This design comes from an exercise in tuning for small area, a short achievable clock period and few clock cycles per item on the open sky130 flow, not from production work. At most, simulation tests tie the RTL to the original design; equivalence was not proved. Only the layout flow was run in runs 3 and 4; the RTL was not checked for function there. No activity file was given, so power comes from the tool's default toggle rates.

$ cat design/flow/design.v
`timescale 1ns / 1ps
package abc_pkg;
    typedef logic [31:0] t_word;
    localparam logic CFG_KEY  = 1'b0;
    localparam logic CFG_MODE = 1'b1;
    localparam t_word SEED_TWO_INIT = 32'hEEEE_EEEE;
    localparam logic [21:0] LCG_MOD = 22'h2A_AAAB;
    localparam logic [511:0] TAIL_TABLE_P3 = {
        32'h7303286F,  
        32'h6149809F,  
        32'h30930D05,  
        32'h99F82E07,  
        32'h83BDA8A0,  
        32'h0FB5560F,  
        32'h64821378,  
        32'h3B4E9FB6,  
        32'h8F931ABB,  
        32'h420B949C,  
        32'hC4101122,  
        32'hF32F1336,  
        32'h2F316025,  
        32'hBADCE7F8,  
        32'h3D750222,  
        32'hA7BF92D3   
    };
    function automatic logic [21:0] jump_table(input logic [5:0] j);
        case (j)
            6'd0: jump_table = 22'h13193A;
            6'd1: jump_table = 22'h0B83E8;
            6'd2: jump_table = 22'h0D2DE5;
            6'd3: jump_table = 22'h20C777;
            6'd4: jump_table = 22'h29E30B;
            6'd5: jump_table = 22'h186002;
            6'd6: jump_table = 22'h249E51;
            6'd7: jump_table = 22'h07754B;
            6'd8: jump_table = 22'h09693E;
            6'd9: jump_table = 22'h0F72DE;
            6'd10: jump_table = 22'h0220C9;
            6'd11: jump_table = 22'h084CE0;
            6'd12: jump_table = 22'h0AC8BB;
            6'd13: jump_table = 22'h1A05A6;
            6'd14: jump_table = 22'h184BAA;
            6'd15: jump_table = 22'h21C283;
            6'd16: jump_table = 22'h0836EE;
            6'd17: jump_table = 22'h0207FE;
            6'd18: jump_table = 22'h13599C;
            6'd19: jump_table = 22'h00FF90;
            6'd20: jump_table = 22'h1E33A7;
            6'd21: jump_table = 22'h293103;
            6'd22: jump_table = 22'h228DD1;
            6'd23: jump_table = 22'h018DDE;
            6'd24: jump_table = 22'h0AB5B6;
            6'd25: jump_table = 22'h08291C;
            6'd26: jump_table = 22'h26CA6E;
            6'd27: jump_table = 22'h0CE676;
            6'd28: jump_table = 22'h10D39E;
            6'd29: jump_table = 22'h0635C3;
            6'd30: jump_table = 22'h0429F1;
            6'd31: jump_table = 22'h20F72D;
            6'd32: jump_table = 22'h132175;
            6'd33: jump_table = 22'h2554CE;
            6'd34: jump_table = 22'h23A3EA;
            6'd35: jump_table = 22'h015B32;
            6'd36: jump_table = 22'h14B214;
            6'd37: jump_table = 22'h17835B;
            6'd38: jump_table = 22'h206725;
            6'd39: jump_table = 22'h0715A8;
            6'd40: jump_table = 22'h1983D1;
            6'd41: jump_table = 22'h23E3AB;
            6'd42: jump_table = 22'h0726FF;
            6'd43: jump_table = 22'h1AC9C0;
            6'd44: jump_table = 22'h269438;
            6'd45: jump_table = 22'h18D8B5;
            6'd46: jump_table = 22'h14C260;
            6'd47: jump_table = 22'h017CD7;
            6'd48: jump_table = 22'h098BCC;
            6'd49: jump_table = 22'h230498;
            6'd50: jump_table = 22'h0CC157;
            6'd51: jump_table = 22'h156CD9;
            6'd52: jump_table = 22'h1753FA;
            6'd53: jump_table = 22'h0F4680;
            6'd54: jump_table = 22'h26DAFB;
            6'd55: jump_table = 22'h19A161;
            6'd56: jump_table = 22'h14A4B7;
            6'd57: jump_table = 22'h035DB4;
            6'd58: jump_table = 22'h16C3FF;
            6'd59: jump_table = 22'h01A5A7;
            6'd60: jump_table = 22'h28E837;
            6'd61: jump_table = 22'h1C41DE;
            6'd62: jump_table = 22'h071C9F;
            6'd63: jump_table = 22'h1FB009;
            default: jump_table = 22'h0;
        endcase
    endfunction
endpackage
`timescale 1ns / 1ps
module archive_block_cipher (
    input  logic        i_clk,
    input  logic        i_rst_n,
    input  logic        i_cfg_wr_en,
    input  logic        i_cfg_index,
    input  logic [31:0] i_cfg_data,
    input  logic        i_in_valid,
    output logic        o_in_stall,
    input  logic [31:0] i_data_word,
    input  logic        i_last,
    output logic        o_out_valid,
    input  logic        i_out_stall,
    output logic [31:0] o_result_word,
    output logic        o_last_out
);
    logic [31:0] r_key;
    logic        r_mode;
    logic        r_stall;
    logic        r_nstart;
    logic        r_out_v, r_out_l;
    logic [31:0] r_out_d;
    logic        r_os_v, r_os_l;
    logic [31:0] r_os_d;
    logic [31:0] r_s1;
    logic [31:0] r_tk;
    logic [31:0] r_tk1;
    logic        eng_busy_n;
    logic [31:0] r_a;
    logic [31:0] r_b;
    logic        proc, out_free, os_v_n, key_wr;
    logic [31:0] s1_next, s1_nx;
    logic [31:0] tc;
    assign proc     = i_in_valid && !r_stall;
    assign out_free = !r_out_v || !i_out_stall;
    assign os_v_n   = !out_free && (r_os_v || proc);
    assign key_wr   = i_cfg_wr_en && (i_cfg_index == abc_pkg::CFG_KEY);
    always_ff @(posedge i_clk) begin
        if (!i_rst_n) begin
            r_key  <= '0;
            r_mode <= 1'b0;
        end else if (i_cfg_wr_en) begin
            if (i_cfg_index == abc_pkg::CFG_KEY) r_key  <= i_cfg_data;
            else                                 r_mode <= i_cfg_data[0];
        end
    end
    always_ff @(posedge i_clk) begin
        if (!i_rst_n) begin
            r_stall <= 1'b1;
        end else begin
            r_stall <= os_v_n || key_wr || eng_busy_n;
        end
    end
    assign o_in_stall = r_stall;
    assign s1_next = ((~r_s1 << 21) + 32'h1111_1111) | (r_s1 >> 11);
    always_comb begin
        if (proc)          s1_nx = i_last ? r_key : s1_next;
        else if (r_nstart) s1_nx = r_key;
        else               s1_nx = r_s1;
        tc = r_nstart ? r_tk1
                      : abc_pkg::TAIL_TABLE_P3[{r_s1[18:17], r_s1[14:13]} * 32 +: 32];
    end
    always_ff @(posedge i_clk) begin
        if (!i_rst_n) begin
            r_nstart <= 1'b1;
        end else if (proc) begin
            r_nstart <= i_last;
        end
    end
    always_ff @(posedge i_clk) begin
        r_s1 <= s1_nx;
    end
    localparam logic [2:0] E_IDLE = 3'd0, E_LOAD = 3'd1, E_STEP = 3'd2,
                           E_RHI  = 3'd3, E_SLO  = 3'd4, E_RLO  = 3'd5;
    localparam logic [25:0] E_BIAS = 26'h200_0007 + 26'h2 - 26'h3FF - 26'h80_0000 - 26'h100_0000;
    logic [2:0]  r_est;
    logic        r_eph;
    logic [4:0]  r_ecnt;
    logic [4:0]  r_rsel;
    logic [25:0] r_es;      
    logic [25:0] e_next;
    logic        e_run;
    logic [7:0]  e_idx;
    logic [4:0]  e_h3;
    logic [25:0] e_o1, e_o2, e_o3, e_o4;
    logic [25:0] e_s1, e_c1, e_s2, e_c2, e_s3, e_c3, e_step;
    logic [25:0] e_km, e_sub, e_red;
    logic        e_borrow, e_last_red;
    assign e_idx = r_eph ? (8'h11 | r_key[18:11]) : r_key[7:0];
    always_comb begin
        e_h3 = {2'b0, r_es[25:23]} + {1'b0, r_es[25:23], 1'b0};
        e_o1 = {3'b0, r_es[15:0], 2'b0, e_h3};
        e_o2 = {16'b0, ~r_es[25:16]};
        e_o3 = {3'b0, ~r_es[22:0]};
        e_o4 = {2'b0, ~r_es[22:0], 1'b1};
        e_s1 = e_o1 ^ e_o2 ^ e_o3;
        e_c1 = ((e_o1 & e_o2) | (e_o1 & e_o3) | (e_o2 & e_o3)) << 1;
        e_s2 = e_s1 ^ e_c1 ^ e_o4;
        e_c2 = ((e_s1 & e_c1) | (e_s1 & e_o4) | (e_c1 & e_o4)) << 1;
        e_s3 = e_s2 ^ e_c2 ^ E_BIAS;
        e_c3 = ((e_s2 & e_c2) | (e_s2 & E_BIAS) | (e_c2 & E_BIAS)) << 1;
        e_step = e_s3 + e_c3;
        e_km = ({26{r_rsel[0]}} & ({4'b0, abc_pkg::LCG_MOD} << 4))
             | ({26{r_rsel[1]}} & ({4'b0, abc_pkg::LCG_MOD} << 3))
             | ({26{r_rsel[2]}} & ({4'b0, abc_pkg::LCG_MOD} << 2))
             | ({26{r_rsel[3]}} & ({4'b0, abc_pkg::LCG_MOD} << 1))
             | ({26{r_rsel[4]}} &  {4'b0, abc_pkg::LCG_MOD});
        {e_borrow, e_sub} = {1'b0, r_es} - {1'b0, e_km};
        e_red = e_borrow ? r_es : e_sub;
        e_last_red = r_rsel[4];
    end
    assign r_es  = r_os_d[25:0];
    assign e_run = (r_est != E_IDLE);
    always_comb begin
        case (r_est)
            E_LOAD:         e_next = {4'b0, abc_pkg::jump_table(e_idx[7:2])};
            E_STEP, E_SLO:  e_next = e_step;
            default:        e_next = e_red;
        endcase
    end
    assign eng_busy_n = (r_est != E_IDLE) && !(r_est == E_RLO && e_last_red && r_eph);
    always_ff @(posedge i_clk) begin
        if (!i_rst_n || key_wr) begin
            r_est <= E_LOAD;
            r_eph <= 1'b0;
        end else begin
            case (r_est)
                E_LOAD: begin
                    r_ecnt <= (e_idx[1:0] == 2'd0) ? 5'd0 : {e_idx[1:0], 1'b0} + {e_idx[1:0], 3'b0} - 5'd1;
                    r_est  <= (e_idx[1:0] == 2'd0) ? E_RHI : E_STEP;
                    r_rsel <= 5'b00001;
                end
                E_STEP: begin
                    r_ecnt <= r_ecnt - 5'd1;
                    if (r_ecnt == 5'd0) begin
                        r_ecnt <= 5'd0;
                        r_est  <= E_RHI;
                    end
                end
                E_RHI: begin
                    r_rsel <= {r_rsel[3:0], r_rsel[4]};
                    if (e_last_red) begin
                        r_est <= E_SLO;
                        if (r_eph) r_tk1[31:16] <= e_red[15:0];
                        else       r_tk[31:16]  <= e_red[15:0];
                    end
                end
                E_SLO: begin
                    r_est  <= E_RLO;
                end
                E_RLO: begin
                    r_rsel <= {r_rsel[3:0], r_rsel[4]};
                    if (e_last_red) begin
                        if (r_eph) r_tk1[15:0] <= e_red[15:0];
                        else       r_tk[15:0]  <= e_red[15:0];
                        r_eph <= 1'b1;
                        r_est <= r_eph ? E_IDLE : E_LOAD;
                    end
                end
                default: ;
            endcase
        end
    end
    logic [31:0] v_s, v_c, v;
    logic [31:0] res, p;
    logic [31:0] w1_s, w1_c, w2_s, w2_c, w3_s, w3_c, w;
    logic [31:0] a5, b5;
    always_comb begin
        v_s = r_s1 ^ r_a ^ r_b;
        v_c = ((r_s1 & r_a) | (r_s1 & r_b) | (r_a & r_b)) << 1;
        v   = v_s + v_c;
        res = i_data_word ^ v;
        p   = r_mode ? res : i_data_word;
        a5   = r_a << 5;
        b5   = {r_b[26:0], 3'b000, r_nstart, r_nstart};
        w1_s = r_a ^ r_b ^ a5;
        w1_c = ((r_a & r_b) | (r_a & a5) | (r_b & a5)) << 1;
        w2_s = w1_s ^ w1_c ^ b5;
        w2_c = ((w1_s & w1_c) | (w1_s & b5) | (w1_c & b5)) << 1;
        w3_s = w2_s ^ w2_c ^ tc;
        w3_c = ((w2_s & w2_c) | (w2_s & tc) | (w2_c & tc)) << 1;
        w    = w3_s + w3_c;
    end
    always_ff @(posedge i_clk) begin
        if (proc) begin
            r_a <= i_last ? r_tk : p;
            r_b <= i_last ? abc_pkg::SEED_TWO_INIT : w;
        end else if (r_nstart) begin
            r_a <= r_tk;
            r_b <= abc_pkg::SEED_TWO_INIT;
        end
    end
    always_ff @(posedge i_clk) begin
        if (!i_rst_n) begin
            r_out_v <= 1'b0;
            r_os_v  <= 1'b0;
        end else begin
            if (out_free) r_out_v <= r_os_v || proc;
            r_os_v <= os_v_n;
        end
    end
    always_ff @(posedge i_clk) begin
        if (out_free) begin
            r_out_d <= r_os_v ? r_os_d : res;
            r_out_l <= r_os_v ? r_os_l : i_last;
        end
        if (e_run) begin
            r_os_d[25:0] <= e_next;
        end else if (proc) begin
            r_os_d <= res;
        end
        if (proc) begin
            r_os_l <= i_last;
        end
    end
    assign o_out_valid   = r_out_v;
    assign o_result_word = r_out_d;
    assign o_last_out    = r_out_l;
endmodule
$ cat design/flow/flow/run.sh
#!/bin/bash
# Standard ORFS layout (the standard.sh), with timing repair asked to leave
# more setup slack than the default so that it works on paths under the period.
set -euo pipefail
export SETUP_SLACK_MARGIN=${MARGIN:-6.0}
bash standard.sh > flow_make.log 2>&1
$ cat design/flow/standard.sh
#!/bin/bash
# synth_recipe.tcl (not shown) runs the flow's synth.tcl, then flattens the netlist and writes it again
# the make line also repeats each setting of config.mk as NAME=value (left out here)
make -C /OpenROAD-flow-scripts/flow DESIGN_CONFIG=/design/flow/config.mk WORK_HOME=/design/flow/orfs CLKGATE_MAP_FILE= SYNTH_SCRIPT=/design/flow/synth_recipe.tcl "${@:-finish}"
$ cat design/flow/config.mk
export PLATFORM = sky130hd
export DESIGN_NAME = archive_block_cipher
export DESIGN_NICKNAME = archive_block_cipher
export VERILOG_FILES = /design/flow/design.v
export SDC_FILE = /design/flow/constraint.sdc
export NUM_CORES = 4
export LEC_CHECK = 0
export CAP_MARGIN = 20
export CORE_MARGIN = 2
export CORE_UTILIZATION = 30
export SLEW_MARGIN = 20
export SYNTH_MEMORY_MAX_BITS = 16384
$ cat design/flow/constraint.sdc
create_clock -name core_clock -period 11.0 [get_ports {i_clk}]
set_input_delay 2.2000 -clock core_clock [delete_from_list [all_inputs] [get_ports {i_clk}]]
set_output_delay 2.2000 -clock core_clock [all_outputs]
set_load 0.01 [all_outputs]
==> results.txt, run 1 <==
fraction of registers with async set/reset=0%; CTS Root Buffer Type=clkbuf_16; crit-path max FO=3; Detail Route Antenna Nets=0; GPL Wtd Cong=0.9582; area post-placement=0.02697 sq mm; hold slack=464.6 ps; Via-to-Cell Ratio=5.407; Layout Nets=3178; antenna violations before repair=3; I/O pin total=around 110; CTS Buffer Depth=3; final worst path period need=4834 ps; Setup CP Type=reg -> reg; Tcrit/Tclk final=43.95%; relative slew slack=16.53%; largest net degree at the start of global routing=63; setup TNS=0 ps; setup ws final=6166 ps; PD cells=335.0 mW/mm^2; length of the first detailed-routing pass in iterations=5; Die Y=291.4 um; status=no timing/DRC/antenna violations; synth unique cells=90; Critical Path RT=11310 ps; crit path launch=r_os_d[24]; Post-DP HPWL=approximately 65000 um; crit path DAT=~5200 ps; global route overflow=0; Leak=11.64 nW; Crit. End Element=flip-flop; initial cell density of the core=30.22%; hold path startpoint=r_key[31]; Pins Over Slew Limit=0; Clock Skew=22.93 ps; hold_buf cts=0; Core Area=0.08198 sq mm; Mapped Nets=approximately 3100; CP startpoint kind=flip-flop; Critical path destination=r_os_d[22]; IO buf count=105; First DRT Iteration DRCs=2514; P&R area growth vs syn=14.42%; insertion delay to the later sink of the worst-skew pair=roughly 560 ps; Sink Count=277; Worst-path clk slew=about 60 ps; # setup viols final=0; Final Hold Fails=0; YS warnings=1; die area=0.08490 sq mm; cts bufs inserted=35; FF-to-FF End=r_os_d[22]; Hold Crit Class=reg -> reg; Max VDD drop=0.0003715 V; Routed WL=84550 um; first-pass GRT wire length=between 100000 and 150000 um; Max Cap Violations=0; unrepaired setup endpoints after global routing=true; DRC Markers=0; FF-to-FF Start=r_os_d[24]; cell area after layout=between 0.02 and 0.03 sq mm; H-tree levels=2; vias in the first global route=about 20000; post-synthesis cell count=2721; num rows=about 110; Yosys reg bits=between 200 and 300; top cells by area, synth=edfxtp_1, fa_1, ha_1; sequential fraction of the synthesis area=31.92%; Routed WL per cell=21.84 um; post-placement setup slack=5498 ps; CTS tree=done; layout cells sized above 1=6.355%; fmax=206.9 MHz; Synth area leader=edfxtp_1; Yosys top cell area share=28.60%; Reg2Reg Setup Slack=6170 ps; EDFF count, synth=236; synth cell count leaders=nand2_1, inv_1, edfxtp_1, o21ai_0, ha_1; Post-synth top flop=edfxtp_1; most numerous cell in the Yosys netlist=nand2_1; syn_area_per_cell=slightly above 9 sq um; Die Width=291.4 um; reg2reg path depth=18; diode count=0; GRT Overall Usage=19.51%; Post-Syn Area=between 0.02 and 0.025 sq mm; Worst Max-Slew Pin Slew=1217 ps; DR vias=20930
power by group:
part / leakage [nW] / total (mW) / switching (mW) / internal, mW
sequential: 2.71 / 1.59 / 0.208 / 1.38
clock: 0.538 / 1.13 / 0.487 / 0.639
combinational: 8.39 / 6.78 / 3.96 / 2.82
per-stage QoR:
| step | instances | total power [mW] | utilization (%) |
|---|---|---|---|
| 2_1_floorplan | 2721 | 6.103 | - |
| 3_3_place_gp | 3792 | 7.859 | 32.89 |
| 3_5_place_dp | 3792 | 7.830 | 32.89 |
| 4_1_cts | 3867 | 9.157 | 34.38 |
| 5_1_grt | 3871 | 10.28 | 34.58 |
| 6_report | 3871 | 9.496 | 34.58 |
kinds of logic (layout without fill, tap and decap cells):
kind of cell               Yosys count  count (layout)  synth area share (%)
buffers and inverters              401             481                 6.151
adders and majority gates          332             332                 20.86
xor gates and xnor gates           154             154                 5.500
muxes                               58              58                 2.444
AOI/OAI and AO/OA                  775             775                 20.28
DFF                                277             277                 31.92
and+or+nand+nor                    724             724                 12.85
cell type report:
class,instances,area (sq um)
Fill cell,8461,53630
Multi-Input combinational cell,2043,15530
Sequential cell,277,7914
Timing Repair Buffer,159,1491
Tap cell,1070,1339
Clock buffer,47,993.5
Inverter,259,979.7
Clock inverter,16,103.9
flip-flops by register name, indices dropped and copies added (netlist names), 3 cells and up:
signal,flops
r_a,32
r_b,32
r_key,32
r_os_d,32
r_out_d,32
r_s1,32
r_tk1,32
r_tk,32
r_ecnt,5
r_rsel,5
r_est,3
timing repair:
action,in CTS,in global routing
setup buffers,12,4
endpoints found under the setup margin,23,26
resized for setup,12,29
pin swaps,4,14
layer usage:
layer	share of wire, %	track usage [%]
met1	43	26.77
met2	44	30.66
met3	8.1	3.146
met4	4.3	7.782
met5	0	0
worst max-delay path, stage by stage (launching register included):
cell and delay (ps):
edfxtp_1 430, ha_2 210, fa_1 480, inv_1 50, fa_1 470, inv_1 50
fa_1 520, ha_4 220, ha_4 170, fa_2 400, a211oi_2 230, o21ai_1 110
a41o_1 260, a31oi_1 220, o21ai_1 130, a31oi_1 220, xnor2_1 90, a221oi_1 270
nor2_1 60
worst min path at each step:
stage                end  depth (start not counted)
2_1_floorplan   r_key[8]                          2
3_3_place_gp   r_key[29]                          2
3_5_place_dp   r_key[15]                          2
4_1_cts        r_key[15]                          2
5_1_grt        r_key[15]                          2
6_report       r_key[31]                          2
layout by cell type (no fill, tap or decap), drive strengths merged, types with 59 or more instances in the layout:
cell type	instances
inv	260
xor2	69
ha	197
fa	135
o21ai	212
nor2	167
nand2	339
edfxtp	236
a21oi	176
xnor2	84
a21o	59
clkdlybuf4s50	105
Testbench counts, summed over its fixed seeds: cycles 8,628, items 8,192.
==> inputs of run 2 (changes only) <==
--- a/design/flow/config.mk
+++ b/design/flow/config.mk
@@ -9,3 +9,3 @@
 export CORE_MARGIN = 2
-export CORE_UTILIZATION = 30
+export CORE_UTILIZATION = 50
 export SLEW_MARGIN = 20
==> run 2 against run 1 <==
Clock power increased by 6%; global-route usage rose by 14 points; worst hold slack worse by 1.9 ps; die area is 40% lower; clock skew fell by 1.3 ps; critical path depth fell by 1; highest routed layer unchanged; sequential share of layout area rose by 0.33 points; still clean; non-clock buffer count grew 3; critical endpoint is now r_os_d[14]; routed wire length is 2.1% higher.
==> results.txt, run 2 <==
status=no timing/DRC/antenna violations; Die Y=226.6 um; First DRT Iteration DRCs=2199; unrepaired setup endpoints after global routing=true; sequential fraction of the synthesis area=31.92%; slowest stage delay, CP=540 ps; CTS tree=done; worst-path cell chain=buf_6 > fa_1 > inv_1 > fa_1 > inv_1 > fa_1 > ha_4 > ha_4 > fa_2 > a211oi_4 > o21ai_2 > a41o_1 > a21oi_4 > o21ai_0 > xor2_1 > a22o_1 > a211o_1; most numerous cell in the Yosys netlist=nand2_1; GPL Wtd Cong=0.9479; syn_area_per_cell=roughly 9 sq um; CP top delay family=adder cells; P&R area growth vs syn=13.00%; Crit-path slowest cell=fa_1; largest net degree at the start of global routing=69; GRT Overall Usage=33.65%; Max Cap Violations=0; crit-path max FO=3; relative slew slack=between 20% and 30%; global route overflow=0; GR Util met1=around 45%; Detail Route Antenna Nets=0; die area=around 0.051 sq mm; Yosys reg bits=277; DRC Markers=0; fraction of registers with async set/reset=0%; met2 usage=54.68%; # setup viols final=0; Routed WL=86360 um; Leak=11.68 nW; area post-placement=0.02642 sq mm; num rows=81; synth cell count leaders=nand2_1, inv_1, edfxtp_1, o21ai_0, ha_1; Cells after DPL=3382; cts bufs inserted=36; IO buf count=105; fin cells=3470; CTS Root Buffer Type=clkbuf_16; Max VDD drop=0.0006399 V; insertion delay to the later sink of the worst-skew pair=570 ps; Sink Count=277; antenna violations before repair=1; PD cells=355.6 mW/mm^2; vias in the first global route=~21000; final worst path period need=4986 ps; Post-DP HPWL=65850 um; Yosys top cell area share=between 20% and 30%; Die Width=226.6 um; length of the first detailed-routing pass in iterations=6; Worst-path clk slew=around 70 ps; CP most frequent cell=fa_1; synth unique cells=90; Synth area leader=edfxtp_1; Crit. End Element=flip-flop; Critical Path RT=approximately 11000 ps; hold_buf cts=0; worst path buffer plus inverter count=3; cell area after layout=approximately 0.028 sq mm; post-synthesis cell count=around 2700; hold slack=462.7 ps; crit path DAT=5310 ps; YS warnings=1; I/O pin total=106; GR peak layer=met2; Mapped Nets=3124; Routed WL per cell=24.89 um; first-pass GRT wire length=127900 um; # fillers=4439; Clock Skew=21.68 ps; Tcrit/Tclk final=45.32%; Worst Max-Slew Pin Slew=1109 ps; CTS Buffer Depth=3; H-tree levels=2; Post-synth top flop=edfxtp_1; EDFF count, synth=236; initial cell density of the core=50.61%; met3 Track Usage GR=3.797%; layout cells sized above 1=under 10%; Pins Over Slew Limit=0; DR vias=21300; setup TNS=0 ps; most common cell after layout, fill and taps aside=nand2_1; Hold Crit Class=reg -> reg; Core Area=between 0.04 and 0.05 sq mm; Via-to-Cell Ratio=between 6 and 7; top cells by area, synth=edfxtp_1, fa_1, ha_1; CP startpoint kind=flip-flop; commonest non-fill, non-tap cells in the layout=nand2_1, inv_1, edfxtp_1, o21ai_0, ha_1; fmax=200.6 MHz; Layout Nets=3182; Final Hold Fails=0; Post-Syn Area=0.02478 sq mm; Setup CP Type=reg -> reg
[run 2: cell count changes in the layout (fill, tap and decap cells not counted), moves of 2 or more]
cell	previous run	this run
clkinvlp_4	2	7
buf_4	50	54
o21ai_1	11	7
bufinv_16	0	3
clkinv_1	6	3
dfxtp_1	38	40
ha_2	5	3
ha_4	2	4
o21ai_0	200	202
o21ai_2	1	3
[run 2: cell families after synthesis]
group,count (synthesis),share of synthesized area [%]
flip-flops,277,31.92
AO/OA/AOI/OAI,775,20.28
AND/OR/NAND/NOR,724,12.85
buffers and inverters,401,6.151
XOR/XNOR,154,5.500
adder cells (fa/ha/maj),332,20.86
multiplexers,58,2.444
[run 2: final cells by class]
cell class	instances	area, sq um	share of cell area, %
diodes	1	2.502	0.008939
flip-flops and latches	277	7909	28.25
clock buffers	46	991.0	3.540
repair buffers	162	1493	5.332
multi-input cells	2043	15600	55.73
inverters	259	978.4	3.495
clock inverters	18	190.2	0.6793
well taps	664	830.8	2.968
[run 2: routing by layer]
layer / vias to the layer above / part of all wire [%]
met4: 0 / 5.5
li1: 9767 / -
met3: 210 / 6.6
met2: 939 / 46
met5: - / 0
met1: 10380 / 42
[run 2: timing repair]
item | CTS | global route
buffers inserted | 11 | 12
endpoints found under the setup margin | 27 | 23
gates resized for setup | 15 | 34
pin swaps | 8 | 13
[run 2: stage by stage]
stage / setup slack (ps) / util (%) / power [mW]
2_1_floorplan: 6007 / - / 6.103
3_3_place_gp: 5449 / 53.98 / 7.830
3_5_place_dp: 5383 / 53.98 / 7.872
4_1_cts: 5999 / 56.65 / 9.416
5_1_grt: 5906 / 57.19 / 10.67
6_report: 6014 / 57.19 / 9.954
[run 2: path summary, 6_finish.rpt]
kind	from	cells after the start	end	slack, ps
worst max-delay path	r_os_d[24]	17	r_os_d[14]	6010
worst min-delay path	r_key[10]	2	r_key[10]	460
worst max register to register	r_os_d[24]	17	r_os_d[14]	6010
worst min register to register	r_key[10]	2	r_key[10]	460
[run 2: worst min-delay path, delay by kind of cell, from the launching register on]
| kind | cells | cell delay (ps) |
|---|---|---|
| simple gates | 1 | 50 |
| flops | 1 | 310 |
| compound gates | 1 | 60 |
[run 2: where the power goes]
group          switching (mW)  total (mW)  internal (mW)
Combinational            4.20        7.18           2.98
Sequential              0.188        1.57           1.38
Clock                   0.492        1.20          0.712
==> inputs of run 3 (changes only) <==
--- a/design/flow/design.v
+++ b/design/flow/design.v
@@ -25,68 +25,68 @@
     };
-    function automatic logic [21:0] jump_table(input logic [5:0] j);
-        case (j)
+    function automatic logic [21:0] jump_table(input logic [5:0] k);
+        case (k)
             6'd0: jump_table = 22'h13193A;
-            6'd1: jump_table = 22'h0B83E8;
-            6'd2: jump_table = 22'h0D2DE5;
-            6'd3: jump_table = 22'h20C777;
-            6'd4: jump_table = 22'h29E30B;
-            6'd5: jump_table = 22'h186002;
-            6'd6: jump_table = 22'h249E51;
-            6'd7: jump_table = 22'h07754B;
-            6'd8: jump_table = 22'h09693E;
-            6'd9: jump_table = 22'h0F72DE;
-            6'd10: jump_table = 22'h0220C9;
-            6'd11: jump_table = 22'h084CE0;
-            6'd12: jump_table = 22'h0AC8BB;
-            6'd13: jump_table = 22'h1A05A6;
-            6'd14: jump_table = 22'h184BAA;
-            6'd15: jump_table = 22'h21C283;
-            6'd16: jump_table = 22'h0836EE;
-            6'd17: jump_table = 22'h0207FE;
-            6'd18: jump_table = 22'h13599C;
-            6'd19: jump_table = 22'h00FF90;
-            6'd20: jump_table = 22'h1E33A7;
-            6'd21: jump_table = 22'h293103;
-            6'd22: jump_table = 22'h228DD1;
-            6'd23: jump_table = 22'h018DDE;
-            6'd24: jump_table = 22'h0AB5B6;
-            6'd25: jump_table = 22'h08291C;
-            6'd26: jump_table = 22'h26CA6E;
-            6'd27: jump_table = 22'h0CE676;
-            6'd28: jump_table = 22'h10D39E;
-            6'd29: jump_table = 22'h0635C3;
-            6'd30: jump_table = 22'h0429F1;
-            6'd31: jump_table = 22'h20F72D;
-            6'd32: jump_table = 22'h132175;
-            6'd33: jump_table = 22'h2554CE;
-            6'd34: jump_table = 22'h23A3EA;
-            6'd35: jump_table = 22'h015B32;
-            6'd36: jump_table = 22'h14B214;
-            6'd37: jump_table = 22'h17835B;
-            6'd38: jump_table = 22'h206725;
-            6'd39: jump_table = 22'h0715A8;
-            6'd40: jump_table = 22'h1983D1;
-            6'd41: jump_table = 22'h23E3AB;
-            6'd42: jump_table = 22'h0726FF;
-            6'd43: jump_table = 22'h1AC9C0;
-            6'd44: jump_table = 22'h269438;
-            6'd45: jump_table = 22'h18D8B5;
-            6'd46: jump_table = 22'h14C260;
-            6'd47: jump_table = 22'h017CD7;
-            6'd48: jump_table = 22'h098BCC;
-            6'd49: jump_table = 22'h230498;
-            6'd50: jump_table = 22'h0CC157;
-            6'd51: jump_table = 22'h156CD9;
-            6'd52: jump_table = 22'h1753FA;
-            6'd53: jump_table = 22'h0F4680;
-            6'd54: jump_table = 22'h26DAFB;
-            6'd55: jump_table = 22'h19A161;
-            6'd56: jump_table = 22'h14A4B7;
-            6'd57: jump_table = 22'h035DB4;
-            6'd58: jump_table = 22'h16C3FF;
-            6'd59: jump_table = 22'h01A5A7;
-            6'd60: jump_table = 22'h28E837;
-            6'd61: jump_table = 22'h1C41DE;
-            6'd62: jump_table = 22'h071C9F;
-            6'd63: jump_table = 22'h1FB009;
+            6'd1: jump_table = 22'h175496;
+            6'd2: jump_table = 22'h26F49B;
+            6'd3: jump_table = 22'h229AFB;
+            6'd4: jump_table = 22'h0B7F86;
+            6'd5: jump_table = 22'h020B52;
+            6'd6: jump_table = 22'h0E1D9E;
+            6'd7: jump_table = 22'h0A9B76;
+            6'd8: jump_table = 22'h29A223;
+            6'd9: jump_table = 22'h1F8238;
+            6'd10: jump_table = 22'h1EE79A;
+            6'd11: jump_table = 22'h147BF9;
+            6'd12: jump_table = 22'h0FC353;
+            6'd13: jump_table = 22'h0FE85D;
+            6'd14: jump_table = 22'h1125A5;
+            6'd15: jump_table = 22'h1E23BD;
+            6'd16: jump_table = 22'h15C040;
+            6'd17: jump_table = 22'h1EAC2C;
+            6'd18: jump_table = 22'h11CD7E;
+            6'd19: jump_table = 22'h1975E9;
+            6'd20: jump_table = 22'h09AF77;
+            6'd21: jump_table = 22'h244F79;
+            6'd22: jump_table = 22'h234F6F;
+            6'd23: jump_table = 22'h222ADE;
+            6'd24: jump_table = 22'h2A1909;
+            6'd25: jump_table = 22'h2A3804;
+            6'd26: jump_table = 22'h29DE9A;
+            6'd27: jump_table = 22'h05382E;
+            6'd28: jump_table = 22'h0F14E1;
+            6'd29: jump_table = 22'h27136E;
+            6'd30: jump_table = 22'h0CDE39;
+            6'd31: jump_table = 22'h181316;
+            6'd32: jump_table = 22'h25690B;
+            6'd33: jump_table = 22'h0F8754;
+            6'd34: jump_table = 22'h150719;
+            6'd35: jump_table = 22'h0D4A6B;
+            6'd36: jump_table = 22'h145E8C;
+            6'd37: jump_table = 22'h070E89;
+            6'd38: jump_table = 22'h289EEC;
+            6'd39: jump_table = 22'h1EDA81;
+            6'd40: jump_table = 22'h1C29DF;
+            6'd41: jump_table = 22'h104EAC;
+            6'd42: jump_table = 22'h09C7B0;
+            6'd43: jump_table = 22'h06ED78;
+            6'd44: jump_table = 22'h250A1B;
+            6'd45: jump_table = 22'h106921;
+            6'd46: jump_table = 22'h26C7A0;
+            6'd47: jump_table = 22'h158496;
+            6'd48: jump_table = 22'h269358;
+            6'd49: jump_table = 22'h1001B8;
+            6'd50: jump_table = 22'h0ED3E1;
+            6'd51: jump_table = 22'h104F5E;
+            6'd52: jump_table = 22'h0B1719;
+            6'd53: jump_table = 22'h09BC83;
+            6'd54: jump_table = 22'h1E369F;
+            6'd55: jump_table = 22'h14E5DD;
+            6'd56: jump_table = 22'h25EACF;
+            6'd57: jump_table = 22'h1CFA70;
+            6'd58: jump_table = 22'h0D16FD;
+            6'd59: jump_table = 22'h258E6F;
+            6'd60: jump_table = 22'h163977;
+            6'd61: jump_table = 22'h089810;
+            6'd62: jump_table = 22'h0B84A1;
+            6'd63: jump_table = 22'h1AC406;
             default: jump_table = 22'h0;
@@ -172,3 +172,3 @@
     logic        r_eph;
-    logic [4:0]  r_ecnt;
+    logic [5:0]  r_ecnt;
     logic [4:0]  r_rsel;
@@ -178,5 +178,8 @@
     logic [7:0]  e_idx;
+    logic [8:0]  e_k;       
+    logic [5:0]  e_j;       
+    logic [2:0]  e_n;       
     logic [4:0]  e_h3;
     logic [25:0] e_o1, e_o2, e_o3, e_o4;
-    logic [25:0] e_s1, e_c1, e_s2, e_c2, e_s3, e_c3, e_step;
+    logic [25:0] e_s1, e_c1, e_s3, e_c3, e_step;
     logic [25:0] e_km, e_sub, e_red;
@@ -184,6 +187,9 @@
     assign e_idx = r_eph ? (8'h11 | r_key[18:11]) : r_key[7:0];
+    assign e_k   = (e_idx == 8'd0) ? 9'd0 : {1'b0, e_idx} + 9'd3;
+    assign e_j   = e_k[8] ? 6'd63 : e_k[7:2];
+    assign e_n   = {e_k[8], e_k[1:0]};
     always_comb begin
-        e_h3 = {2'b0, r_es[25:23]} + {1'b0, r_es[25:23], 1'b0};
+        e_h3 = {2'b0, r_es[25:23]} + {1'b0, r_es[25:23], 1'b0} + E_BIAS[4:0];
         e_o1 = {3'b0, r_es[15:0], 2'b0, e_h3};
-        e_o2 = {16'b0, ~r_es[25:16]};
+        e_o2 = {E_BIAS[25:10], ~r_es[25:16]};
         e_o3 = {3'b0, ~r_es[22:0]};
@@ -192,6 +198,4 @@
         e_c1 = ((e_o1 & e_o2) | (e_o1 & e_o3) | (e_o2 & e_o3)) << 1;
-        e_s2 = e_s1 ^ e_c1 ^ e_o4;
-        e_c2 = ((e_s1 & e_c1) | (e_s1 & e_o4) | (e_c1 & e_o4)) << 1;
-        e_s3 = e_s2 ^ e_c2 ^ E_BIAS;
-        e_c3 = ((e_s2 & e_c2) | (e_s2 & E_BIAS) | (e_c2 & E_BIAS)) << 1;
+        e_s3 = e_s1 ^ e_c1 ^ e_o4;
+        e_c3 = ((e_s1 & e_c1) | (e_s1 & e_o4) | (e_c1 & e_o4)) << 1;
         e_step = e_s3 + e_c3;
@@ -210,3 +214,3 @@
         case (r_est)
-            E_LOAD:         e_next = {4'b0, abc_pkg::jump_table(e_idx[7:2])};
+            E_LOAD:         e_next = {4'b0, abc_pkg::jump_table(e_j)};
             E_STEP, E_SLO:  e_next = e_step;
@@ -223,4 +227,4 @@
                 E_LOAD: begin
-                    r_ecnt <= (e_idx[1:0] == 2'd0) ? 5'd0 : {e_idx[1:0], 1'b0} + {e_idx[1:0], 3'b0} - 5'd1;
-                    r_est  <= (e_idx[1:0] == 2'd0) ? E_RHI : E_STEP;
+                    r_ecnt <= (e_n == 3'd0) ? 6'd0 : {2'b0, e_n, 1'b0} + {e_n, 3'b0} - 6'd1;
+                    r_est  <= (e_n == 3'd0) ? E_RHI : E_STEP;
                     r_rsel <= 5'b00001;
@@ -228,5 +232,5 @@
                 E_STEP: begin
-                    r_ecnt <= r_ecnt - 5'd1;
-                    if (r_ecnt == 5'd0) begin
-                        r_ecnt <= 5'd0;
+                    r_ecnt <= r_ecnt - 6'd1;
+                    if (r_ecnt == 6'd0) begin
+                        r_ecnt <= 6'd0;
                         r_est  <= E_RHI;
--- a/design/flow/config.mk
+++ b/design/flow/config.mk
@@ -9,3 +9,3 @@
 export CORE_MARGIN = 2
-export CORE_UTILIZATION = 50
+export CORE_UTILIZATION = 30
 export SLEW_MARGIN = 20
==> run 3 against run 2 <==
Critical path type unchanged; routed wire length up 2.1%; worst setup slack improved by 180 ps; design area increased by 2.0%; critical endpoint is now r_os_d[25]; worst hold slack gained 3.3 ps; clock power grew 6%; still clean on timing, DRC and antenna; register-to-register slack gained 180 ps; clock skew increased by 3.8 ps; die area rose by 66%; sequential share of layout area decreased by 0.41 points.
==> results.txt, run 3 <==
Setup CP Type=reg -> reg; Synth Area in Simple Gates=13.70%; status=no timing/DRC/antenna violations; Tcrit/Tclk final=43.71%; Sink Count=around 280; Die Y=291.8 um; Max VDD drop=about 0.00029 V; synth unique cells=90; total power=8.656 mW; main combinational cell family by area after synthesis=adder cells; hold slack=466.0 ps; area of the multi-input gates=0.01557 sq mm; commonest non-fill, non-tap cells in the layout=nand2_1, inv_1, edfxtp_1, o21ai_0, nor2_1; relative slew slack=between 20 and 25%; Worst-path clk slew=around 60 ps; sequential fraction of the synthesis area=31.94%; fmax=208.0 MHz; YS warnings=1; Post-DP HPWL=66830 um; cts bufs inserted=37; area post-placement=0.02701 sq mm; Routed WL=88190 um; num rows=105; CTS tree=done; # fillers=8330; register area=between 0.007 and 0.008 sq mm; layout cells sized above 1=6.934%; Clock Skew=25.43 ps; setup TNS=0 ps; unrepaired setup endpoints after global routing=false; most common cell after layout, fill and taps aside=nand2_1; DRC Markers=0; insertion delay to the later sink of the worst-skew pair=just under 600 ps; Compound-Gate Fraction of Synth Area=19.75%; length of the first detailed-routing pass in iterations=6; top cells by area, synth=edfxtp_1, fa_1, ha_1; fraction of registers with async set/reset=0%; slowest stage delay, CP=520 ps; IO buf count=105; PD cells=303.3 mW/mm^2; Crit. End Element=flip-flop; P&R area growth vs syn=14.86%; crit-path max FO=4; initial cell density of the core=30.27%; cell area after layout=~0.029 sq mm; First DRT Iteration DRCs=around 2700; setup ws final=6192 ps; Pins Over Slew Limit=0; CP top delay family=adder cells; Synth area leader=edfxtp_1; Detail Route Antenna Nets=0; CP startpoint kind=flip-flop; post-synthesis cell count=2707; Routed WL per cell=~23 um; Layout Nets=3154; EDFF count, synth=237; Die Width=just under 300 um; worst path buffer plus inverter count=4; Leak=11.67 nW; first-pass GRT wire length=131100 um; antenna violations before repair=1; Synth Area in Adders=20.23%; Worst Max-Slew Pin Slew=1096 ps; final worst path period need=4808 ps; H-tree levels=2; largest net degree at the start of global routing=79; syn_area_per_cell=9.181 sq um; DR vias=21260; die area=0.08516 sq mm; Via-to-Cell Ratio=5.496; Critical Path RT=11280 ps; GPL Wtd Cong=0.9666; Core Area=0.08211 sq mm; Synth Area in XOR/XNOR=5.513%; # setup viols final=0; Post-Syn Area=0.02485 sq mm; Final Hold Fails=0; global route overflow=0; CTS Root Buffer Type=clkbuf_16; GRT Overall Usage=roughly a fifth; vias in the first global route=20580; most numerous cell in the Yosys netlist=nand2_1; Post-synth top flop=edfxtp_1; Mapped Nets=3091; diode count=0; Max Cap Violations=0; worst-path cell chain=inv_2 > ha_1 > inv_1 > ha_1 > inv_1 > fa_1 > fa_1 > inv_1 > fa_1 > a211oi_2 > o21a_1 > o31ai_2 > a2111o_1 > nand2_2 > o21bai_1 > a21o_1 > a31oi_2 > a22oi_1; mux contribution to synthesized area=2.729%; Yosys reg bits=approximately 280; I/O pin total=~110; Yosys top cell area share=28.64%; CTS Buffer Depth=3; synth cell count leaders=nand2_1, inv_1, edfxtp_1, o21ai_0, nor2_1; Hold Crit Class=reg -> reg; post-placement setup slack=5603 ps; crit path DAT=5090 ps; Crit-path slowest cell=fa_1
==> run 3: cell count changes in the layout (fill, tap and decap cells not counted), moves of 8 or more <==
cell	delta
a21oi_1	-10
mux2i_1	+11
nand2_1	-11
ha_1	-32
fa_1	+14
a22oi_1	+11
nand4_1	+8
a211oi_1	-17
nor2_1	+8
o21a_1	+10
o21ai_0	-20
==> run 3: tightest hold or removal path: cells and delay by family, from the launching register on <==
family	cells	cell delay, ps
AOI/OAI and AO/OA	1	60
DFF	1	310
and+or+nand+nor	1	50
==> run 3: report_power, final <==
group | switching [mW] | total (mW) | internal, mW
combinational | 3.39 | 5.74 | 2.35
sequential | 0.219 | 1.64 | 1.42
clock | 0.522 | 1.27 | 0.753
total | 4.13 | 8.66 | 4.52
==> run 3: cells by family (layout without fill, tap and decap cells) <==
logic type	Yosys count	after routing
compound gates	749	749
xor+xnor	154	154
fa+ha+maj	313	313
buf+inv	394	485
flops	278	278
mux	65	65
simple gates	754	754
==> run 3: stage by stage <==
stage / cells / util (%)
6_report: 3868 / 34.76
5_1_grt: 3868 / 34.76
4_1_cts: 3855 / 34.44
3_5_place_dp: 3785 / 32.90
3_3_place_gp: 3785 / 32.90
2_1_floorplan: 2707 / -
==> run 3: path summary, 6_finish.rpt <==
check | cells past startpoint | end | startpoint | slack, ps
hold reg to reg | 2 | r_key[31] | r_key[31] | 470
setup reg to reg | 18 | r_os_d[25] | r_os_d[24] | 6190
hold / removal | 2 | r_key[31] | r_key[31] | 470
setup / recovery | 18 | r_os_d[25] | r_os_d[24] | 6190
==> run 3: final cells by class <==
class / instances / area share (%)
clock buffers: 45 / 3.419
clock inverters: 22 / 0.8942
inverters: 262 / 3.485
multi-input cells: 2035 / 54.54
flip-flops and latches: 278 / 27.84
well taps: 1070 / 4.690
repair buffers: 156 / 5.133
==> run 3: per-layer routing <==
metal	routed length, um	global-route usage, %	up-vias
li1	-	-	9738
met1	37170	27.42	10240
met2	39380	32.03	1088
met3	7273	3.577	193
met4	4373	8.889	0
met5	0	0	-
==> run 3: timing repair <==
item | in CTS | in global routing
pin swaps | 0 | 10
setup endpoints to repair | 36 | 40
hold buffers | 0 | 0
gates resized for setup | 5 | 36
gates cloned | 0 | 0
setup buffers | 3 | 13
==> inputs of run 4 (changes only) <==
--- a/design/flow/flow/run.sh
+++ b/design/flow/flow/run.sh
@@ -4,3 +4,3 @@
 set -euo pipefail
-export SETUP_SLACK_MARGIN=${MARGIN:-6.0}
+export SETUP_SLACK_MARGIN=${MARGIN:-6.3}
 bash standard.sh > flow_make.log 2>&1
==> run 4 against run 3 <==
Still clean; worst hold slack got worse by 5.1 ps; critical path depth stayed put; area after synthesis unchanged; via count grew 0.97%; critical path type unchanged; largest cell class unchanged.
==> results.txt, run 4 <==
status=no timing/DRC/antenna violations; Max VDD drop=between 0.0003 and 0.0004 V; hold_buf cts=0; First DRT Iteration DRCs=roughly 2600; Die Width=291.8 um; Clock Skew=31.73 ps; CTS Buffer Depth=3; setup ws final=approximately 6300 ps; # setup viols final=0; insertion delay to the later sink of the worst-skew pair=580 ps; setup TNS=0 ps; antenna violations before repair=0; CTS tree=done; Detail Route Antenna Nets=0; most numerous cell in the Yosys netlist=nand2_1; EDFF count, synth=237; hold path cells=2; H-tree levels=2; initial cell density of the core=a little over 30%; fraction of registers with async set/reset=0%; DR vias=21470; Routed WL=87750 um; CP startpoint kind=flip-flop; Yosys reg bits=about 280; diode count=0; fin cells=3877; post-placement setup slack=5577 ps; Leak=11.71 nW; Layout Nets=3166; CTS Root Buffer Type=clkbuf_16; FF-to-FF Start=r_os_d[25]; syn_area_per_cell=about 9 sq um; length of the first detailed-routing pass in iterations=6; Worst Max-Slew Pin Slew=between 1000 and 1500 ps; unrepaired setup endpoints after global routing=true; die area=0.08516 sq mm; fmax=213.5 MHz; Final Hold Fails=0; Via-to-Cell Ratio=5.537; Crit. End Element=flip-flop; global route overflow=0; synth unique cells=90; crit-path max FO=4; Sink Count=278; Max Cap Violations=0; top cells by area, synth=edfxtp_1, fa_1, ha_1; commonest non-fill, non-tap cells in the layout=nand2_1, inv_1, edfxtp_1, o21ai_0, nor2_1; Pins Over Slew Limit=0; Worst-path clk slew=60 ps; P&R area growth vs syn=16.34%; Hold Crit Class=reg -> reg; Post-Syn Area=roughly 0.025 sq mm; synth cell count leaders=nand2_1, inv_1, edfxtp_1, o21ai_0, nor2_1; Post-DP HPWL=66500 um; first-pass GRT wire length=129600 um; vias in the first global route=between 20000 and 25000; Critical Path RT=11300 ps; GPL Wtd Cong=0.9635; most common cell after layout, fill and taps aside=nand2_1; Synth area leader=edfxtp_1; sequential fraction of the synthesis area=31.94%; reg2reg path depth=18; layout cells sized above 1=8.906%; Setup CP Type=reg -> reg; post-synthesis cell count=2707; hold path startpoint=r_key[20]; I/O pin total=106; GRT Overall Usage=around a fifth; relative slew slack=19.20%; crit path launch=r_os_d[25]; Routed WL per cell=22.63 um; num rows=105; Die Y=291.8 um; Final Util=35.21%; PD cells=316.1 mW/mm^2; crit path DAT=4980 ps; Reg2Reg Setup Slack=between 6000 and 7000 ps; Mapped Nets=3091; Post-synth top flop=edfxtp_1; cts bufs inserted=35; Tcrit/Tclk final=42.57%; YS warnings=1; Cells after DPL=3784; final worst path period need=4683 ps; Yosys top cell area share=28.64%; largest net degree at the start of global routing=64; IO buf count=105; Core Area=0.08211 sq mm; DRC Markers=0
-- run 4: cell counts after synthesis --
No cell type changed its count.
-- run 4: report_power, final --
group          internal, mW  switching, mW
logic                  2.63           3.60
registers              1.42          0.219
clock network         0.768          0.501
-- run 4: metrics by stage --
stage	total power, mW	hold slack (ps)	cell area [sq um]
after floorplan	5.410	438.3	24860
after global placement	6.969	449.0	27010
after detailed placement	6.980	457.3	27020
after CTS	8.532	465.3	28480
after global routing	9.761	496.9	28910
final	9.140	460.9	28910
-- run 4: final cells by class --
type / count / area [sq um]
fill: 8349 / 53200
timing repair inverter: 2 / 10.01
timing repair buffer: 168 / 1555
clock buffer: 40 / 947.2
multi-input combinational: 2035 / 15800
tap: 1070 / 1339
sequential: 278 / 7946
inverter: 262 / 999.7
clock inverter: 22 / 312.8
-- run 4: critical path, cell delays in order, from the launching register on --
cell and delay (ps):
edfxtp_1 480, ha_4 320, inv_4 30, ha_4 150, ha_4 160, a21o_1 170, fa_1 430, fa_1 480
inv_1 40, ha_1 390, o21ai_0 250, a21oi_2 110, nand3_2 130, a31oi_4 110, o41a_1 440, a221oi_2 350
xnor2_2 120, a22oi_1 170, nand2_1 80
-- run 4: final timing paths --
kind,to
max,r_os_d[24]
min,r_key[20]
max reg2reg,r_os_d[24]
min reg2reg,r_key[20]
-- run 4: per-layer routing --
metal | track usage (%) | wire [um] | vias up
met1 | 27.52 | 37020 | 10340
met3 | 2.877 | 7469 | 223
li1 | - | - | 9773
met4 | 8.247 | 4185 | 0
met2 | 31.66 | 39070 | 1127
met5 | 0 | 0 | -
-- run 4: cells by family after synthesis --
logic type	count (synthesis)	share of synthesized area [%]
AOI/OAI and AO/OA	749	19.75
xor gates and xnor gates	154	5.513
and+or+nand+nor	754	13.70
buffers and inverters	394	6.142
muxes	65	2.729
adders and majority gates	313	20.23
DFF	278	31.94
-- run 4: timing repair --
| action | CTS | global route |
|---|---|---|
| resized for setup | 30 | 70 |
| pin swaps | 12 | 30 |
| setup endpoints to repair | 44 | 101 |
| cloned | 0 | 2 |
| setup buffers | 11 | 18 |
==> inputs of run 5 (changes only) <==
--- a/design/flow/design.v
+++ b/design/flow/design.v
@@ -125,3 +125,3 @@
     logic [31:0] r_b;
-    logic        proc, out_free, os_v_n, key_wr;
+    logic        proc, cont, out_free, os_v_n, key_wr;
     logic [31:0] s1_next, s1_nx;
@@ -129,2 +129,3 @@
     assign proc     = i_in_valid && !r_stall;
+    assign cont     = proc && !i_last;
     assign out_free = !r_out_v || !i_out_stall;
@@ -151,5 +152,5 @@
     always_comb begin
-        if (proc)          s1_nx = i_last ? r_key : s1_next;
-        else if (r_nstart) s1_nx = r_key;
-        else               s1_nx = r_s1;
+        if (cont)                 s1_nx = s1_next;
+        else if (proc || r_nstart) s1_nx = r_key;
+        else                      s1_nx = r_s1;
         tc = r_nstart ? r_tk1
@@ -283,8 +284,5 @@
     always_ff @(posedge i_clk) begin
-        if (proc) begin
-            r_a <= i_last ? r_tk : p;
-            r_b <= i_last ? abc_pkg::SEED_TWO_INIT : w;
-        end else if (r_nstart) begin
-            r_a <= r_tk;
-            r_b <= abc_pkg::SEED_TWO_INIT;
+        if (proc || r_nstart) begin
+            r_a <= cont ? p : r_tk;
+            r_b <= cont ? w : abc_pkg::SEED_TWO_INIT;
         end
--- a/design/flow/flow/run.sh
+++ b/design/flow/flow/run.sh
@@ -4,3 +4,3 @@
 set -euo pipefail
-export SETUP_SLACK_MARGIN=${MARGIN:-6.3}
+export SETUP_SLACK_MARGIN=${MARGIN:-6.6}
 bash standard.sh > flow_make.log 2>&1
==> run 5 against run 4 <==
Still clean on timing, DRC and antenna; core utilization grew 0.65 points; critical path depth grew 1; combinational power grew 6.1%; sequential share of layout area shrank 0.45 points; first-iteration DRC count shrank 18%; worst setup slack lost 59 ps; maximum frequency shrank 1.2%; global-route usage grew 0.22 points; clock power shrank 5%; total power grew 3.1%; critical endpoint is now r_os_d[23]; largest power group unchanged.
==> results.txt, run 5 <==
status=no timing/DRC/antenna violations; Crit. End Element=flip-flop; IO buf count=between 100 and 150; global route overflow=0; Critical Path RT=11310 ps; H-tree levels=2; Synth Area in XOR/XNOR=5.489%; Routed WL=89260 um; YS warnings=1; Tcrit/Tclk final=43.11%; Mapped Nets=around 3100; most common cell after layout, fill and taps aside=nand2_1; DRC Markers=0; main combinational cell family by area after synthesis=adder cells; Worst-path clk slew=60 ps; Layout Nets=about 3200; Setup CP Type=reg -> reg; Routed WL per cell=roughly 23 um; num rows=105; Die Y=291.7 um; Worst Max-Slew Pin Slew=between 1000 and 1500 ps; Final Hold Fails=0; reg2reg path depth=19; diode count=0; final worst path period need=4742 ps; DR vias=21260; relative slew slack=28.76%; Leak=about 12 nW; antenna violations before repair=1; PD cells=between 300 and 400 mW/mm^2; Clock Skew=25.35 ps; WP depth=19; Final Util=35.86%; Synth Area in Simple Gates=13.42%; Yosys reg bits=278; layout cells sized above 1=~12%; worst path buffer plus inverter count=3; I/O pin total=106; Die Width=approximately 300 um; worst-path cell chain=ha_1 > inv_2 > ha_4 > ha_4 > inv_1 > fa_1 > fa_1 > inv_1 > ha_4 > a211oi_4 > nor3_2 > o41a_1 > a221oi_2 > a31oi_1 > o21ai_1 > nand2b_1 > xor2_1 > a22oi_1 > a21oi_1; CTS Buffer Depth=3; Hold Crit Class=reg -> reg; Yosys top cell area share=28.67%; most numerous cell in the Yosys netlist=nand2_1; initial cell density of the core=30.28%; fraction of registers with async set/reset=0%; sequential fraction of the synthesis area=31.98%; P&R area growth vs syn=18.44%; Synth area leader=edfxtp_1; Crit-path slowest cell=fa_1; first-pass GRT wire length=130300 um; CP top delay family=adder cells; GRT Overall Usage=around 20%; Post-Syn Area=0.02482 sq mm; CTS Root Buffer Type=clkbuf_16; die area=0.08506 sq mm; synth unique cells=96; GPL Wtd Cong=0.9998; First DRT Iteration DRCs=around 2100; # setup viols final=0; CP startpoint kind=flip-flop; mux contribution to synthesized area=~2.3%; unrepaired setup endpoints after global routing=true; length of the first detailed-routing pass in iterations=6; crit-path max FO=5; hold path cells=2; Post-DP HPWL=66940 um; Sink Count=278; CTS tree=done; cts bufs inserted=36; synth cell count leaders=nand2_1, inv_1, edfxtp_1, a21oi_1, nor2_1; setup TNS=0 ps; vias in the first global route=20340; syn_area_per_cell=9.129 sq um; crit path DAT=~5000 ps; insertion delay to the later sink of the worst-skew pair=roughly 570 ps; Reg2Reg Setup Slack=~6300 ps; Synth Area in Adders=20.29%; post-synthesis cell count=2719; Compound-Gate Fraction of Synth Area=between 20% and 30%; CP most frequent cell=ha_4; EDFF count, synth=between 200 and 250; Core Area=0.08198 sq mm; Post-synth top flop=edfxtp_1; top cells by area, synth=edfxtp_1, fa_1, ha_1; Pins Over Slew Limit=0; largest net degree at the start of global routing=82; fmax=about 210 MHz; Max Cap Violations=0; slowest stage delay, CP=490 ps; Via-to-Cell Ratio=5.419; Detail Route Antenna Nets=0; commonest non-fill, non-tap cells in the layout=nand2_1, inv_1, edfxtp_1, a21oi_1, nor2_1; Max VDD drop=roughly 0.0004 V
-- run 5: cell types whose count changed after synthesis, moves of 9 or more --
cell / change
a21oi_1: +38
nand2_1: +22
o21bai_1: +14
nand4_1: -11
o21ai_0: -11
a22oi_1: -10
o21a_1: -9
-- run 5: kinds of logic (layout without fill, tap and decap cells) --
logic type | Yosys count | after routing
AOI/OAI and AO/OA | 767 | 767
xor gates and xnor gates | 154 | 154
adders and majority gates | 314 | 314
buffers and inverters | 399 | 532
DFF | 278 | 278
muxes | 55 | 55
and+or+nand+nor | 752 | 753
-- run 5: stage by stage --
| stage | total power, mW | setup WS, ps | instances | hold slack (ps) | cell area [sq um] |
|---|---|---|---|---|---|
| global placement | 7.080 | 5760 | 3793 | 456.2 | 26970 |
| detailed placement | 7.086 | 5726 | 3793 | 465.9 | 26980 |
| CTS | 8.931 | 6197 | 3893 | 474.0 | 28700 |
| floorplan | 5.492 | 6601 | 2719 | 438.3 | 24900 |
| global route | 10.04 | 6096 | 3923 | 495.9 | 29400 |
| finish | 9.427 | 6258 | 3923 | 468.9 | 29400 |
-- run 5: worst paths after layout --
kind,from,end
max,r_os_d[25],r_os_d[23]
min,r_key[10],r_key[10]
max reg2reg,r_os_d[25],r_os_d[23]
min reg2reg,r_key[10],r_key[10]
-- run 5: cell type report --
| cell class | instances | area [sq um] |
|---|---|---|
| Clock buffer | 43 | 958.4 |
| Sequential cell | 278 | 7946 |
| Tap cell | 1070 | 1339 |
| Timing Repair Buffer | 198 | 1834 |
| Inverter | 269 | 1026 |
| Multi-Input combinational cell | 2043 | 16080 |
| Fill cell | 8324 | 52580 |
| Clock inverter | 22 | 215.2 |
-- run 5: routing by layer --
metal | vias to the layer above | routed length [um] | track usage, %
met5 | - | 0 | 0
met4 | 0 | 4045 | 8.298
met3 | 173 | 6743 | 2.793
met2 | 958 | 40800 | 32.63
met1 | 10360 | 37670 | 27.39
li1 | 9772 | - | -
-- run 5: power breakdown --
part           internal [mW]  switching (mW)  leakage (nW)  total (mW)
Combinational           2.87            3.74          8.53        6.61
Sequential              1.40           0.206          2.71        1.61
Clock                  0.699           0.509         0.575        1.21
-- run 5: timing repair --
action / CTS / global route
pin swaps: 61 / 76
endpoints found under the setup margin: 59 / 104
hold buffers: 0 / 0
cloned: 0 / 1
setup buffers: 35 / 28
gates resized for setup: 75 / 107
-- run 5: tightest hold or removal path, delay by kind of cell, from the launching register on --
family | cells | cell delay (ps)
flops | 1 | 310
compound gates | 1 | 60
simple gates | 1 | 50
Testbench counts of run 5, summed over its fixed seeds: cycles 8,468, items 8,192.
==> inputs of run 6 (changes only) <==
--- a/design/flow/flow/run.sh
+++ b/design/flow/flow/run.sh
@@ -4,3 +4,3 @@
 set -euo pipefail
-export SETUP_SLACK_MARGIN=${MARGIN:-6.6}
+export SETUP_SLACK_MARGIN=${MARGIN:-6.4}
 bash standard.sh > flow_make.log 2>&1
==> run 6 against run 5 <==
Die area stayed put; sequential share of layout area rose by 0.35 points; cell count decreased by 0.31%; total power is 3.5% lower; worst hold slack better by 1.1 ps; clock skew fell by 5.4 ps; first-iteration DRC count increased by 15%; global-route usage is essentially flat; core utilization is 0.46 points lower.
==> results.txt, run 6 <==
status=no timing/DRC/antenna violations; antenna violations before repair=1; commonest non-fill, non-tap cells in the layout=nand2_1, inv_1, edfxtp_1, a21oi_1, nor2_1; Sink Count=278; Core Area=0.08198 sq mm; crit path launch=r_os_d[25]; area post-placement=0.02695 sq mm; post-placement setup slack=5592 ps; unrepaired setup endpoints after global routing=true; Cells after DPL=3796; Post-DP HPWL=approximately 66000 um; FF-to-FF Start=r_os_d[25]; Synth area leader=edfxtp_1; CTS Buffer Depth=3; fraction of registers with async set/reset=0%; Post-synth top flop=edfxtp_1; slowest stage delay, CP=530 ps; setup TNS=0 ps; sequential fraction of the synthesis area=a little under a third; Hold Crit Class=reg -> reg; # setup viols final=0; most common cell after layout, fill and taps aside=nand2_1; worst-path cell chain=ha_4 > inv_2 > ha_4 > inv_2 > fa_1 > fa_1 > inv_2 > fa_2 > a211oi_4 > nor3_1 > o41a_1 > nand2_1 > nand2_2 > a31oi_4 > xnor2_2 > a221oi_2 > a22oi_1; Post-Syn Area=0.02482 sq mm; CTS Root Buffer Type=clkbuf_16; EDFF count, synth=~240; Crit-path slowest cell=fa_1; Final Util=35.40%; cts bufs inserted=36; synth unique cells=96; relative slew slack=36.67%; Clock Skew=between 15 and 20 ps; P&R area growth vs syn=16.92%; Routed WL per cell=22.44 um; Worst Max-Slew Pin Slew=943.2 ps; Pins Over Slew Limit=0; Layout Nets=3198; CP startpoint kind=flip-flop; Detail Route Antenna Nets=0; Max Cap Violations=0; setup ws final=6418 ps; GPL Wtd Cong=approximately 1.0; layout cells sized above 1=about a tenth; Routed WL=87780 um; syn_area_per_cell=9.129 sq um; GRT Overall Usage=between 20% and 30%; post-synthesis cell count=2719; global route overflow=0; Max VDD drop=0.0004813 V; area of the multi-input gates=0.01586 sq mm; FF-to-FF End=r_os_d[19]; Setup CP Type=reg -> reg; Reg2Reg Setup Slack=6420 ps; Yosys reg bits=around 280; cell area after layout=0.02902 sq mm; crit path DAT=approximately 4800 ps; Yosys top cell area share=28.67%; total power=9.099 mW; CP most frequent cell=inv_2; Mapped Nets=3103; Final Hold Fails=0; Worst-path clk slew=60 ps; register area=a little under 0.008 sq mm; DR vias=between 20000 and 25000; reg2reg path depth=17; IO buf count=105; insertion delay to the later sink of the worst-skew pair=570 ps; initial cell density of the core=30.28%; Leak=11.64 nW; Critical path destination=r_os_d[19]; Tcrit/Tclk final=41.66%; largest net degree at the start of global routing=52; hold_buf cts=0; hold slack=470.0 ps; most numerous cell in the Yosys netlist=nand2_1; Crit. End Element=flip-flop; crit-path max FO=3; final worst path period need=4582 ps; vias in the first global route=20520; length of the first detailed-routing pass in iterations=6; First DRT Iteration DRCs=about 2500; fmax=218.2 MHz; synth cell count leaders=nand2_1, inv_1, edfxtp_1, a21oi_1, nor2_1; H-tree levels=2; Die Y=291.7 um; YS warnings=1; top cells by area, synth=edfxtp_1, fa_1, ha_1; num rows=105; fin cells=3911; first-pass GRT wire length=roughly 130000 um; # fillers=8349; die area=0.08506 sq mm; Die Width=291.7 um; Critical Path RT=11250 ps; PD cells=313.5 mW/mm^2; CTS tree=done; I/O pin total=106; DRC Markers=0; Via-to-Cell Ratio=5.427
==> run 6: cell counts after synthesis <==
Identical to the previous run, type by type.
==> run 6: how the worst min path moves through the flow <==
stage,to,start,slack [ps],cells after the start
6_report,r_key[20],r_key[20],470,2
5_1_grt,r_key[10],r_key[10],490,2
4_1_cts,r_key[10],r_key[10],470,2
3_5_place_dp,r_key[28],r_key[28],460,2
3_3_place_gp,r_key[20],r_key[20],460,2
2_1_floorplan,r_key[20],r_key[20],440,2
==> run 6: final cells by class <==
type / instances / share of cell area, %
clock buffer: 50 / 3.505
tap: 1070 / 4.613
clock inverter: 14 / 0.3837
sequential: 278 / 27.38
antenna: 1 / 0.008623
multi-input combinational: 2043 / 54.64
inverter: 269 / 3.514
timing repair buffer: 186 / 5.954
==> run 6: critical path, delay by kind of cell (launching register included) <==
family / cells / cell delay (ps)
flops: 1 / 430
fa+ha+maj: 5 / 1900
compound gates: 5 / 1420
buf+inv: 3 / 120
simple gates: 3 / 290
xor+xnor: 1 / 100
==> run 6: repair_timing <==
| item | CTS | global route |
|---|---|---|
| endpoints found under the setup margin | 44 | 38 |
| pin swaps | 25 | 62 |
| setup buffers | 27 | 21 |
| gates cloned | 0 | 1 |
| resized for setup | 47 | 85 |
==> run 6: power breakdown <==
part	internal [mW]	switching, mW	total (mW)
logic	2.73	3.58	6.31
clock network	0.673	0.497	1.17
registers	1.40	0.210	1.61
==> run 6: routing by layer <==
layer  global-route usage, %  share of wire [%]
met1                   26.36                 40
met2                   32.05                 45
met3                   3.593                8.6
met4                   10.93                6.3
met5                       0                  0
==> run 6: cell families after synthesis <==
logic type                 count (synthesis)  share of synthesized area, %
xor gates and xnor gates                 154                         5.489
and+or+nand+nor                          752                         13.42
AOI/OAI and AO/OA                        767                         20.12
buffers and inverters                    399                         6.396
muxes                                     55                         2.309
DFF                                      278                         31.98
adders and majority gates                314                         20.29
==> inputs of run 7 (changes only) <==
--- a/design/flow/flow/run.sh
+++ b/design/flow/flow/run.sh
@@ -4,3 +4,3 @@
 set -euo pipefail
-export SETUP_SLACK_MARGIN=${MARGIN:-6.4}
+export SETUP_SLACK_MARGIN=${MARGIN:-6.3}
 bash standard.sh > flow_make.log 2>&1
--- a/design/flow/config.mk
+++ b/design/flow/config.mk
@@ -12 +12,2 @@
 export SYNTH_MEMORY_MAX_BITS = 16384
+export TNS_END_PERCENT = 10
==> run 7 against run 6 <==
Routed wire length up 0.27%; largest cell class unchanged; cell count down 0.74%; still clean; count of clock-buffer cells in the layout down 1; sequential cell count unchanged; first-iteration DRC count down 2.8%; global-route usage about the same.
==> results.txt, run 7 <==
status=no timing/DRC/antenna violations; Max Cap Violations=0; met3 WL post-DR=6600 um; DR vias=~21000; initial cell density of the core=a little under a third; Mapped Nets=3103; relative slew slack=27.06%; CTS tree=done; met2 WL=39600 um; most common cell after layout, fill and taps aside=nand2_1; cts bufs inserted=35; Setup CP Type=reg -> reg; Routed WL=~88000 um; Layout Nets=3170; PD cells=299.6 mW/mm^2; largest net degree at the start of global routing=72; Worst Max-Slew Pin Slew=roughly 1100 ps; I/O pin total=106; fmax=210.0 MHz; Post-synth top flop=edfxtp_1; Yosys top cell area share=28.67%; Post-Syn Area=0.02482 sq mm; Yosys reg bits=278; Die Y=291.7 um; hold_buf cts=0; cell area after layout=between 0.02 and 0.03 sq mm; syn_area_per_cell=9.129 sq um; insertion delay to the later sink of the worst-skew pair=about 570 ps; synth unique cells=96; diode count=0; most numerous cell in the Yosys netlist=nand2_1; setup TNS=0 ps; First DRT Iteration DRCs=2389; synth cell count leaders=nand2_1, inv_1, edfxtp_1, a21oi_1, nor2_1; Critical Path RT=11400 ps; Cells after DPL=roughly 3800; sequential fraction of the synthesis area=between 30% and 40%; die area=0.08506 sq mm; fraction of registers with async set/reset=0%; Routed WL per cell=approximately 23 um; Tcrit/Tclk final=43.29%; Max VDD drop=0.0003828 V; GRT Overall Usage=around 20%; Leak=between 10 and 15 nW; # setup viols final=0; Final Hold Fails=0; Reg2Reg Setup Slack=6240 ps; Post-DP HPWL=66960 um; Synth area leader=edfxtp_1; CTS Buffer Depth=3; WP depth=13; first-pass GRT wire length=130000 um; CP startpoint kind=flip-flop; Worst-path clk slew=approximately 60 ps; FF-to-FF Start=r_rsel[1]; Crit. End Element=flip-flop; final worst path period need=approximately 4800 ps; hold slack=between 400 and 500 ps; slowest stage delay, CP=860 ps; # fillers=between 8000 and 9000; CTS Root Buffer Type=clkbuf_16; GPL Wtd Cong=0.9944; EDFF count, synth=237; post-placement setup slack=5626 ps; reg2reg path depth=13; IO buf count=105; CP top delay family=compound AO/OA/AOI/OAI gates; M1 WL=37260 um; Clock Skew=28.49 ps; H-tree levels=2; Die Width=slightly below 300 um
-- run 7: cell count changes in the layout (fill, tap and decap cells not counted), sizes merged --
cell	before	now
inv	270	271
clkinvlp	3	4
clkinv	9	7
bufinv	1	2
diode	1	0
buf	81	52
clkbuf	50	51
nand2b	34	33
-- run 7: timing repair --
action,in CTS,in global routing
gates resized for setup,16,51
buffers inserted,7,16
pin swaps,2,13
cloned,0,1
setup endpoints to repair,42,42
-- run 7: power breakdown --
| group | total [mW] | leakage (nW) | internal, mW | switching (mW) |
|---|---|---|---|---|
| Sequential | 1.61 | 2.71 | 1.41 | 0.209 |
| Clock | 1.19 | 0.558 | 0.682 | 0.506 |
| Combinational | 5.74 | 8.23 | 2.40 | 3.34 |
-- run 7: tightest hold or removal path: cells and delay by family, from the launching register on --
family	cells	cell delay [ps]
AOI/OAI and AO/OA	1	60
DFF	1	310
and+or+nand+nor	1	50
-- run 7: worst min-delay path by stage --
stage,from,end,slack [ps],cells after the start
finish,r_key[28],r_key[28],460,2
detailed placement,r_key[28],r_key[28],460,2
CTS,r_key[28],r_key[28],470,2
global placement,r_key[22],r_key[22],460,2
global route,r_key[23],r_key[23],490,2
floorplan,r_key[20],r_key[20],440,2
-- run 7: layer usage --
| layer | up-vias | global-route usage, % |
|---|---|---|
| li1 | 9699 | - |
| met1 | 10060 | 27.33 |
| met2 | 988 | 32.53 |
| met3 | 224 | 2.824 |
| met4 | 0 | 8.763 |
| met5 | - | 0 |
-- run 7: stage by stage --
step | total power [mW] | utilization, %
floorplan | 5.347 | -
global placement | 6.917 | 32.84
detailed placement | 6.908 | 32.87
CTS | 8.242 | 34.40
global route | 9.160 | 34.79
finish | 8.544 | 34.79
-- run 7: final cells by class --
type / instances / area [sq um] / share of cell area, %
sequential: 278 / 7944 / 27.85
multi-input combinational: 2042 / 15570 / 54.59
inverter: 269 / 1025 / 3.593
timing repair inverter: 1 / 5.005 / 0.01755
tap: 1070 / 1339 / 4.694
clock inverter: 14 / 148.9 / 0.5221
clock buffer: 49 / 989.7 / 3.470
timing repair buffer: 159 / 1500 / 5.260
-- run 7: cell families (layout without fill, tap and decap cells) --
kind of cell,count (synthesis),after routing,synth area share (%)
AOI/OAI and AO/OA,767,767,20.12
xor gates and xnor gates,154,154,5.489
adders and majority gates,314,314,20.29
buffers and inverters,399,492,6.396
DFF,278,278,31.98
muxes,55,55,2.309
and+or+nand+nor,752,752,13.42

Setup slack of run 7, layout unchanged: 6.238 ns with ideal ports, 6.238 ns with driving cells assumed (clock clkbuf_16, inputs buf_2), 5.907 ns with port delays also shifted by the 0.619 ns mid clock arrival.
